From an optimization exercise on the open Yosys and OpenROAD flow, aimed at small area and a short achievable clock period; shortcuts taken in it are not production practice. Where RTL was checked, it was by simulation tests only, not by an equivalence proof against the original.

Design aes_round_core, start of the top module:
module aes_round_core (
	input logic i_clk,
	input logic i_rst,
	input logic i_valid,
	input logic i_decrypt,
	input logic i_skip_mix,
	input aes_gf_pkg::aes_state_t i_state,
	output logic o_valid,
	output aes_gf_pkg::aes_state_t o_state
);
	localparam int BW = 8;
	localparam bit CUT_IN0 = 1'b0;
	localparam bit CUT_IN = 1'b1;
	localparam bit CUT_MID = 1'b1;
	localparam bit CUT_INV = 1'b1;
	localparam bit CUT_OUT = 1'b0;
	localparam int N_SB = int'(CUT_IN) + int'(CUT_MID) + int'(CUT_INV) + int'(CUT_OUT);
	aes_gf_pkg::aes_state_t state_0;
	aes_round_pkg::round_ctrl_t ctrl_0;
	generate
		if (CUT_IN0) begin : g_cut_in0
			always_ff @(posedge i_clk) begin
				state_0 <= i_state;
				ctrl_0.decrypt <= i_decrypt;
				ctrl_0.skip_mix <= i_skip_mix;
				if (i_rst)
					ctrl_0.valid <= 1'b0;
				else
					ctrl_0.valid <= i_valid;
			end
		end else begin : g_pass_in0
			assign state_0 = i_state;
			assign ctrl_0.decrypt = i_decrypt;
			assign ctrl_0.skip_mix = i_skip_mix;
			assign ctrl_0.valid = i_valid & ~i_rst;
		end
	endgenerate
	aes_gf_pkg::aes_state_t src_fwd;
	aes_gf_pkg::aes_state_t src_inv;
	aes_gf_pkg::aes_state_t lane_bytes;
	aes_row_shifter u_shifter (
		.i_state(state_0),
		.o_fwd(src_fwd),
		.o_inv(src_inv)
	);
	for (genvar k = 0; k < 16; k++)
	begin : g_lane
		aes_sbox_lane #(
			.CUT_IN(CUT_IN),
			.CUT_MID(CUT_MID),
			.CUT_INV(CUT_INV),
			.CUT_OUT(CUT_OUT)
		) u_lane (
			.i_clk(i_clk),
			.i_decrypt(ctrl_0.decrypt),
			.i_byte_enc(src_fwd[(16-1-k)*BW +: BW]),
			.i_byte_dec(src_inv[(16-1-k)*BW +: BW]),
			.o_byte(lane_bytes[(16-1-k)*BW +: BW])
		);
	end
	aes_round_pkg::round_ctrl_t ctrl_d [N_SB+1];
	assign ctrl_d[0] = ctrl_0;
	for (genvar i = 0; i < N_SB; i++)
	begin : g_ctrl
		always_ff @(posedge i_clk) begin
  ...
==> flow/config.mk <==
export PLATFORM = sky130hd
export DESIGN_NAME = aes_round_core
export DESIGN_NICKNAME = aes_round_core
export VERILOG_FILES = /design/flow/design.v
export SDC_FILE = /design/flow/constraint.sdc
export NUM_CORES = 4
export LEC_CHECK = 0
export CAP_MARGIN = 20
export CORE_MARGIN = 2
export CORE_UTILIZATION = 40
export SETUP_SLACK_MARGIN = 3.4
export SLEW_MARGIN = 20
==> flow/constraint.sdc <==
create_clock -name core_clock -period 5.5 [get_ports {i_clk}]
set_input_delay 1.1000 -clock core_clock [delete_from_list [all_inputs] [get_ports {i_clk}]]
set_output_delay 1.1000 -clock core_clock [all_outputs]
set_load 0.01 [all_outputs]
run.sh (not shown) runs the stock make flow with config.mk's settings and CLKGATE_MAP_FILE= SYNTH_SCRIPT=/design/flow/synth_recipe.tcl, a recipe that flattens the netlist after the stock synthesis.
Rerun with:
- SETUP_SLACK_MARGIN: 3.4 -> 3.8
After rerunning:
- sequential cell count is unchanged
- fmax came out higher by 0.97%
- sequential share of layout area fell by 2.1 points
- area after synthesis does not change
Rerun with:
- SETUP_SLACK_MARGIN: 3.8 -> 3.0
Effect: Clock-buffer cell count climbs by 13; die area does not change; cell area shrinks by 11%.
No functional check of the RTL was part of any run of this note.

---

Another version of the RTL of aes_round_core (not shown whole).
Size: ~4400 cells after synthesis, ~41000 um2 of cells after synthesis.
clock: 5.5 ns
lec_check: 0
cap_margin: 20
core_margin: 2
core_utilization: 40
setup_slack_margin: 3.0
slew_margin: 20
synth_hierarchical: 1
==> next run, changes <==
Settings changed: SETUP_SLACK_MARGIN 3.0 to 2.6.
What happened: Wire length falls by 9.6%; die area is unchanged; setup slack degrades by 110 ps; cell count came out lower by 5.6%; non-clock buffer count goes down by 357; count of clock-buffer cells in the layout fell by 7; via count decreases by 6.0%; maximum frequency went down by 3.9%.
==> next run, changes <==
Settings changed: CORE_UTILIZATION 40 to 60, PLACE_DENSITY from default to 0.72.
=> The new run ran to the end with no violations. Final cell count drops by a little under a tenth. Wire length came out lower by a few percent.
==> next run, changes <==
Settings changed: CORE_UTILIZATION 60 to 40, PLACE_DENSITY 0.72 to default, SETUP_SLACK_MARGIN 2.6 to 2.2.
Effect: The changed run went through all stages and came out clean. Cell count goes up by a little under a tenth. Non-clock buffer count goes down by 36. Utilization goes down by 24 points. Sequential cell count is unchanged. Worst setup slack got worse by 290 ps. Wire length goes up by a few percent. Synthesized area does not change.
==> next run, changes <==
Settings changed: SETUP_SLACK_MARGIN 2.2 to 3.4.
Routed wire length grows by about a fifth.
Sequential cell count is unchanged.
Setup slack improved by 420 ps.
Cell count rises by roughly a tenth.
Critical path depth is higher by 4.
Count of clock-buffer cells in the layout is higher by 5.
Cell area climbs by a quarter to a third.

---

aes_round_core, a different RTL version from the one above (not shown whole).
For scale: about 4,700 cells after synthesis, ~590 flip-flops, roughly 260 I/O pins, roughly 43,000 um2 of cells after synthesis.
==> flow/config.mk <==
export PLATFORM = sky130hd
export DESIGN_NAME = aes_round_core
export DESIGN_NICKNAME = aes_round_core
export VERILOG_FILES = /design/flow/design.v
export SDC_FILE = /design/flow/constraint.sdc
export NUM_CORES = 4
export LEC_CHECK = 0
export CAP_MARGIN = 20
export CORE_MARGIN = 2
export CORE_UTILIZATION = 40
export SETUP_SLACK_MARGIN = 3.15
export SLEW_MARGIN = 20
export SYNTH_HIERARCHICAL = 1
==> flow/constraint.sdc <==
create_clock -name core_clock -period 5.5 [get_ports {i_clk}]
set_input_delay 1.1000 -clock core_clock [delete_from_list [all_inputs] [get_ports {i_clk}]]
set_output_delay 1.1000 -clock core_clock [all_outputs]
set_load 0.01 [all_outputs]
standard.sh (not shown) runs the stock make flow with config.mk's settings and CLKGATE_MAP_FILE= SYNTH_SCRIPT=/design/flow/synth_recipe.tcl, a recipe that flattens the netlist after the stock synthesis.
==> flow/flow/run.sh <==
#!/bin/bash
# The standard layout (the standard.sh, all ORFS steps unchanged), except
# that buffer_ports uses buf_1 cells for the input and output port buffers
# instead of the delay buffer it picks by default; repair still resizes them.
set -e
export BUFFER_PORTS_ARGS="-buffer_cell sky130_fd_sc_hd__buf_1"
bash standard.sh > standard.log 2>&1
The baseline went through all stages and came out clean.
Change:
--- a/flow/config.mk
+++ b/flow/config.mk
@@ -10,2 +10,3 @@
-export CORE_UTILIZATION = 40
-export SETUP_SLACK_MARGIN = 3.15
+export CORE_UTILIZATION = 55
+export PLACE_DENSITY = 0.65
+export SETUP_SLACK_MARGIN = 3.0
Global-route usage went up by 4.5 points.
Setup slack is worse by 0.18 ns.
Die area fell by about 27%.
Clock-buffer cell count came out higher by 2.
Routed wire length went down by about 8%.
Utilization rises by 14 points.
Cell count came out lower by 7.2%.
Synthesized area is unchanged.
Register-to-register slack degrades by 0.18 ns.

---

Another version of the RTL of aes_round_core (not shown whole).
Size: roughly 4500 cells after synthesis, about 43000 sq um of cells after synthesis.
==> flow/design.v (excerpt) <==
module aes_round_core (
	input logic i_clk,
	input logic i_rst,
	input logic i_valid,
	input logic i_decrypt,
	input logic i_skip_mix,
	input aes_gf_pkg::aes_state_t i_state,
	output logic o_valid,
	output aes_gf_pkg::aes_state_t o_state
);
==> flow/config.mk <==
export PLATFORM = sky130hd
export DESIGN_NAME = aes_round_core
export DESIGN_NICKNAME = aes_round_core
export VERILOG_FILES = /design/flow/design.v
export SDC_FILE = /design/flow/constraint.sdc
export NUM_CORES = 4
export LEC_CHECK = 0
export CAP_MARGIN = 20
export CORE_MARGIN = 2
export CORE_UTILIZATION = 40
export SETUP_SLACK_MARGIN = 3.0
export SLEW_MARGIN = 20
export SYNTH_HIERARCHICAL = 1
==> flow/constraint.sdc <==
create_clock -name core_clock -period 5.5 [get_ports {i_clk}]
set_input_delay 1.1000 -clock core_clock [delete_from_list [all_inputs] [get_ports {i_clk}]]
set_output_delay 1.1000 -clock core_clock [all_outputs]
set_load 0.01 [all_outputs]
run.sh (not shown) runs the stock make flow with config.mk's settings and CLKGATE_MAP_FILE= SYNTH_SCRIPT=/design/flow/synth_recipe.tcl, a recipe that flattens the netlist after the stock synthesis.
Stock flow here: none of the scripts above is used.
The starting point passed the timing, design-rule and antenna checks.
Then changed:
==> flow/flow/run.sh (new file) <==
#!/bin/bash
# The standard layout (the standard.sh, all ORFS steps unchanged), except
# that buffer_ports uses buf_1 cells for the input and output port buffers
# instead of the delay buffer it picks by default; repair still resizes them.
set -e
export BUFFER_PORTS_ARGS="-buffer_cell sky130_fd_sc_hd__buf_1"
bash standard.sh > standard.log 2>&1
==> flow/standard.sh (new file) <==
#!/bin/bash
# synth_recipe.tcl (not shown) runs the flow's synth.tcl, then flattens the netlist and writes it again
# the make line also repeats each setting of config.mk as NAME=value (left out here)
make -C /OpenROAD-flow-scripts/flow DESIGN_CONFIG=/design/flow/config.mk WORK_HOME=/design/flow/orfs CLKGATE_MAP_FILE= SYNTH_SCRIPT=/design/flow/synth_recipe.tcl "${@:-finish}"
removed: flow/run.sh
The changed run finished with timing, DRC and antenna clean.
Die area stays the same.
Final area came out lower by 2.8%.
Then changed:
==> flow/run.sh (new file) <==
#!/bin/bash
# synth_recipe.tcl (not shown) runs the flow's synth.tcl, then flattens the netlist and writes it again
# the make line also repeats each setting of config.mk as NAME=value (left out here)
make -C /OpenROAD-flow-scripts/flow DESIGN_CONFIG=/design/flow/config.mk WORK_HOME=/design/flow/orfs CLKGATE_MAP_FILE= SYNTH_SCRIPT=/design/flow/synth_recipe.tcl finish
- CTS_BUF_LIST: unset -> sky130_fd_sc_hd__clkbuf_8
- SETUP_SLACK_MARGIN: 3.0 -> 2.8
removed: flow/flow/run.sh
removed: flow/standard.sh
What happened: Core utilization drops by 1.2 points; via count is lower slightly; clock skew climbs by 19 ps; area after synthesis stays the same.
Then changed:
- CTS_BUF_LIST: sky130_fd_sc_hd__clkbuf_8 -> unset
Effect: Routed wire length came out lower slightly. Setup slack gets worse by 29 ps. Non-clock buffer count came out higher by 4. Clock-buffer cell count came out lower by 34. Worst hold slack gets better by 33 ps. First-iteration DRC count came out lower by a little under a tenth. Final area came out higher slightly.
Then changed:
- SETUP_SLACK_MARGIN: 2.8 -> 2.6
Effect: Worst setup slack degrades by 120 ps. Design area falls by 4.1%. Flip-flop and latch count stays the same. Wire length fell by 1.4%. First-iteration DRC count increases by 0.66%. Die area does not change.
No functional check of the RTL was part of any run of this note.

-- static timing again, ports no longer ideal --
The results above use ideal ports. As a check the final layouts listed here were re-extracted and re-timed, cells and wires unchanged. Step 1 assumes that a clkbuf_16 drives the clock port and a buf_2 every other input. Step 2 also shifts input and output timing later by t, the mid clock arrival at the registers, as if the neighbouring blocks saw the same clock. Three values: ideal, step 1, step 2; two values: the first two.
| run | shift t [ns] | setup slack, ns | worst hold slack (ns) | latest minus earliest clock arrival (ns) | pins driven straight from the clock port |
|---|---|---|---|---|---|
| the first run of note 1 | 0.686 | 3.280 / 3.206 / 2.709 | 0.325 / 0.325 / 0.325 | 0.028 / 0.028 | 1 |
| the second run of note 1 | 0.691 | 3.301 / 3.231 / 2.999 | 0.324 / 0.324 / 0.324 | 0.031 / 0.031 | 1 |
| the third run of note 1 | 0.678 | 3.079 / 3.013 / 2.493 | 0.324 / 0.324 / 0.324 | 0.026 / 0.027 | 1 |
| the first run of note 2 | 0.691 | 2.813 / 2.813 / 2.484 | 0.325 / 0.325 / 0.325 | 0.023 / 0.023 | 1 |
| the second run of note 2 | 0.680 | 2.702 / 2.635 / 2.463 | 0.323 / 0.323 / 0.323 | 0.025 / 0.026 | 1 |
| the third run of note 2 | 0.646 | 2.683 / 2.683 / 2.400 | 0.319 / 0.319 / 0.319 | 0.018 / 0.018 | 1 |
| the fourth run of note 2 | 0.684 | 2.392 / 2.392 / 2.392 | 0.329 / 0.329 / 0.329 | 0.016 / 0.017 | 1 |
| the fifth run of note 2 | 0.704 | 2.808 / 2.808 / 2.803 | 0.339 / 0.339 / 0.339 | 0.022 / 0.023 | 1 |
| the first run of note 3 | 0.686 | 3.190 / 3.148 / 2.799 | 0.325 / 0.325 / 0.325 | 0.031 / 0.031 | 1 |
| the second run of note 3 | 0.669 | 3.015 / 3.015 / 2.598 | 0.324 / 0.324 / 0.324 | 0.029 / 0.030 | 1 |
| the first run of note 4 | 0.686 | 3.021 / 2.990 / 2.417 | 0.324 / 0.324 / 0.324 | 0.028 / 0.027 | 1 |
| the second run of note 4 | 0.702 | 3.031 / 2.958 / 2.618 | 0.326 / 0.326 / 0.326 | 0.039 / 0.040 | 1 |
| the third run of note 4 | 0.820 | 2.863 / 2.818 / 2.358 | 0.290 / 0.290 / 0.290 | 0.057 / 0.058 | 1 |
| the fourth run of note 4 | 0.704 | 2.835 / 2.763 / 2.327 | 0.323 / 0.323 / 0.323 | 0.028 / 0.028 | 1 |
| the fifth run of note 4 | 0.700 | 2.713 / 2.642 / 2.422 | 0.323 / 0.323 / 0.323 | 0.028 / 0.028 | 1 |
After both steps setup and hold are still met in every run listed. The setup slack of the first run of note 4, which loses most, moves by -0.031 ns with the drivers and by -0.604 ns with both steps.
